Context: an optimization exercise on an open-source flow, tuned for small area, a short achievable clock period and few clock cycles per item. The choices shown serve that exercise and are no tape-out recipe.
The RTL was checked by simulation tests, not by an equivalence proof against the original design.
Power figures rest on the tool's default switching activity, not on a simulated workload.

run G:
// range_scan_object_segmenter_core
module range_scan_object_segmenter_core (
   input  wire logic        clock,
   input  wire logic        reset,
   input  wire logic        req_tvalid,
   output logic             req_tready,
   input  wire logic [23:0] req_tdata,    
   input  wire logic        req_tuser,    
   input  wire logic        req_tlast,    
   output logic             rsp_tvalid,
   input  wire logic        rsp_tready,
   output logic [71:0]      rsp_tdata,
   output logic [1:0]       rsp_tuser,    
   output logic             rsp_tlast,    
   input  wire logic        csr_we,
   input  wire logic [1:0]  csr_index,
   input  wire logic [15:0] csr_wdata
);
   logic [15:0] thr_q;
   logic [7:0]  minw_q;
   logic [3:0]  lim_q;
   logic        thr_new;      
   wire wr_thr = csr_we && (csr_index == 2'd0);
   always_ff @(posedge clock) begin
      if (reset) begin
         thr_q  <= 16'd40;
         minw_q <= 8'd4;
         lim_q  <= 4'd8;
      end else if (csr_we) begin
         case (csr_index)
            2'd0: thr_q  <= csr_wdata;
            2'd1: minw_q <= csr_wdata[7:0];
            2'd2: lim_q  <= csr_wdata[3:0];
            default: ;
         endcase
      end
      thr_new <= !reset && wr_thr;
   end
   logic        rdy_q;
   logic        s1v, s1_first, s1_edge;
   logic [15:0] rng;
   logic [7:0]  ang;
   logic        st, en;
   wire acc = req_tvalid && rdy_q;
   logic        primed_q, track_q;
   logic [7:0]  open_q;
   logic [8:0]  arc_q;        
   logic [15:0] pr_q;
   logic [23:0] sum_q;
   logic [7:0]  tal_q;
   logic [3:0]  found_q;
   logic        pend_q;       
   logic [3:0]  tcnt;         
   wire       primed_e = primed_q && !st;
   wire       track_e  = track_q && !st;
   wire [3:0] found_e  = st ? 4'd0 : found_q;
   logic [17:0] lo_q;
   logic [16:0] hi_q;
  ...
For scale: about 3200 cells after synthesis, about 410 flip-flops, roughly 130 I/O pins, roughly 0.026 mm2 of cells after synthesis.
clock: 8.0 ns
lec_check: 0
abc_area: 1
cap_margin: 20
core_margin: 2
core_utilization: 40
setup_slack_margin: 5
slew_margin: 20
synth_memory_max_bits: 8192
tns_end_percent: 100
run.sh (not shown) runs the stock make flow with config.mk's settings and CLKGATE_MAP_FILE= SYNTH_SCRIPT=/design/flow/synth_recipe.tcl, a recipe that flattens the netlist after the stock synthesis.
Looking at the reports, run G completed the entire flow and the layout it produced met the timing, DRC and antenna checks.
Testbench counts of run G, summed over its fixed seeds: cycles 26,163, words 24,000.
Changes in run Y relative to run G:
--- a/flow/design.v
+++ b/flow/design.v
@@ -436,19 +436,19 @@
    wire       head_obj = !head[1];
    logic        out_v;
    logic [1:0]  out_kind;
    logic        out_last;
    logic [3:0]  o_id;
    logic [7:0]  o_first, o_final, o_centre, o_arc;
    logic [15:0] o_mean;
    logic [16:0] o_chord;
    logic        u_busy, u_done;
-   wire out_free = !out_v || rsp_tready;
+   wire out_free = !out_v;
    wire head_rdy = tcnt[0] && (!head_obj || u_done);
    wire pop_any  = head_rdy && out_free;
    wire pop_obj  = pop_any && head_obj;
    wire pop      = pop_any && (head != 2'd1);
    logic [3:0]  u_cnt;
    logic [7:0]  u_r;
    logic [15:0] u_q;
    logic [7:0]  u_d;
    logic [9:0]  u_d3;         
@@ -549,18 +549,19 @@
       if (u_done && head_obj && tcnt[0] && (u_id == 4'd1 || c_chord < best_chord)) begin
          best_chord  <= c_chord;
          best_id     <= u_id;
          best_centre <= c_centre;
       end
    end
    always_ff @(posedge clock) begin
       if (reset) out_v <= 1'b0;
       else if (out_free) out_v <= head_rdy;
+      else if (rsp_tready) out_v <= 1'b0;
    end
    always_ff @(posedge clock) begin
       if (out_free) begin
          if (head_obj) begin
             out_kind <= 2'd0;
             out_last <= !head[0];
             o_id     <= u_id;
             o_first  <= u_first;
             o_final  <= c_final;
==> comparison <==
Core util | run Y vs run G | run Y lower. Side by side, post-CTS setup buffer count turned out higher in run Y than in run G. Compared to run G, run Y was floorplanned on a bigger die. In run Y, the cell count came out about 1% above the value in run G. There was hardly any difference in clock share of power between run Y and run G. Per the comparison of run Y with run G, relative max-transition margin rose 8.0 points, routed wire length saw an increase, worst hold slack flat.
Testbench counts of run Y, summed over its fixed seeds: cycles 26,174, words 24,000.


range_scan_object_segmenter_core with an RTL version that a note above also has.
Size in the first run: about 2900 cells after synthesis, about 410 flip-flops, ~26000 um2 of cells after synthesis.
make LEC_CHECK=0 CAP_MARGIN=20 CORE_MARGIN=2 CORE_UTILIZATION=40 SETUP_SLACK_MARGIN=5 SLEW_MARGIN=20 SYNTH_MEMORY_MAX_BITS=8192 TNS_END_PERCENT=100 finish   # period 8.0 ns
Testbench counts at the start, summed over its fixed seeds: cycles 26,174, words 24,000.
Next try:
--- a/flow/design.v
+++ b/flow/design.v
@@ -437,17 +437,17 @@
    logic        out_v;
    logic [1:0]  out_kind;
    logic        out_last;
    logic [3:0]  o_id;
    logic [7:0]  o_first, o_final, o_centre, o_arc;
    logic [15:0] o_mean;
    logic [16:0] o_chord;
    logic        u_busy, u_done;
-   wire out_free = !out_v;
+   wire out_free = !out_v || rsp_tready;
    wire head_rdy = tcnt[0] && (!head_obj || u_done);
    wire pop_any  = head_rdy && out_free;
    wire pop_obj  = pop_any && head_obj;
    wire pop      = pop_any && (head != 2'd1);
    logic [3:0]  u_cnt;
    logic [7:0]  u_r;
    logic [15:0] u_q;
    logic [7:0]  u_d;
@@ -550,17 +550,16 @@
          best_chord  <= c_chord;
          best_id     <= u_id;
          best_centre <= c_centre;
       end
    end
    always_ff @(posedge clock) begin
       if (reset) out_v <= 1'b0;
       else if (out_free) out_v <= head_rdy;
-      else if (rsp_tready) out_v <= 1'b0;
    end
    always_ff @(posedge clock) begin
       if (out_free) begin
          if (head_obj) begin
             out_kind <= 2'd0;
             out_last <= !head[0];
             o_id     <= u_id;
             o_first  <= u_first;
=> Count of clock-buffer cells in the layout went down by 2. Clock skew went up by 0.013 ns. Critical path depth went down by 1. Sequential cell count does not change. Setup slack is better by 0.28 ns. Routed wire length went down slightly. Via count went down by a few percent.
Testbench counts after the change, summed over its fixed seeds: cycles 26,163, words 24,000.

==> separate check: timing with driven ports <==
The flow's constraints put no driver on any port. The routed layouts listed below were extracted and timed again, unchanged, in two steps.
Step 1: set_driving_cell puts a clkbuf_16 on clock and a buf_2 on each other input, an assumption about the parent block.
Step 2 moves the port delays by t, midway between the first and last clock arrival at a register: inputs arrive t later, outputs are due t later. That takes back most of the time a late clock gives input paths.
Three values: no drivers, after step 1, after step 2; two values: the first two.
run	t (ns)	slack for setup (ns)	latest minus earliest clock arrival (ns)
run G	0.657	4.917 / 4.917 / 4.501	0.027 / 0.028
run Y	0.666	5.033 / 4.989 / 4.500	0.026 / 0.026
the first run of note 2	0.641	4.516 / 4.516 / 4.516	0.030 / 0.029
the second run of note 2	0.657	4.799 / 4.799 / 4.551	0.045 / 0.045
After both steps setup and hold are still met in every run listed. For run Y, which loses most, drivers alone change the setup slack by -0.044 ns; drivers and shift together by -0.533 ns.
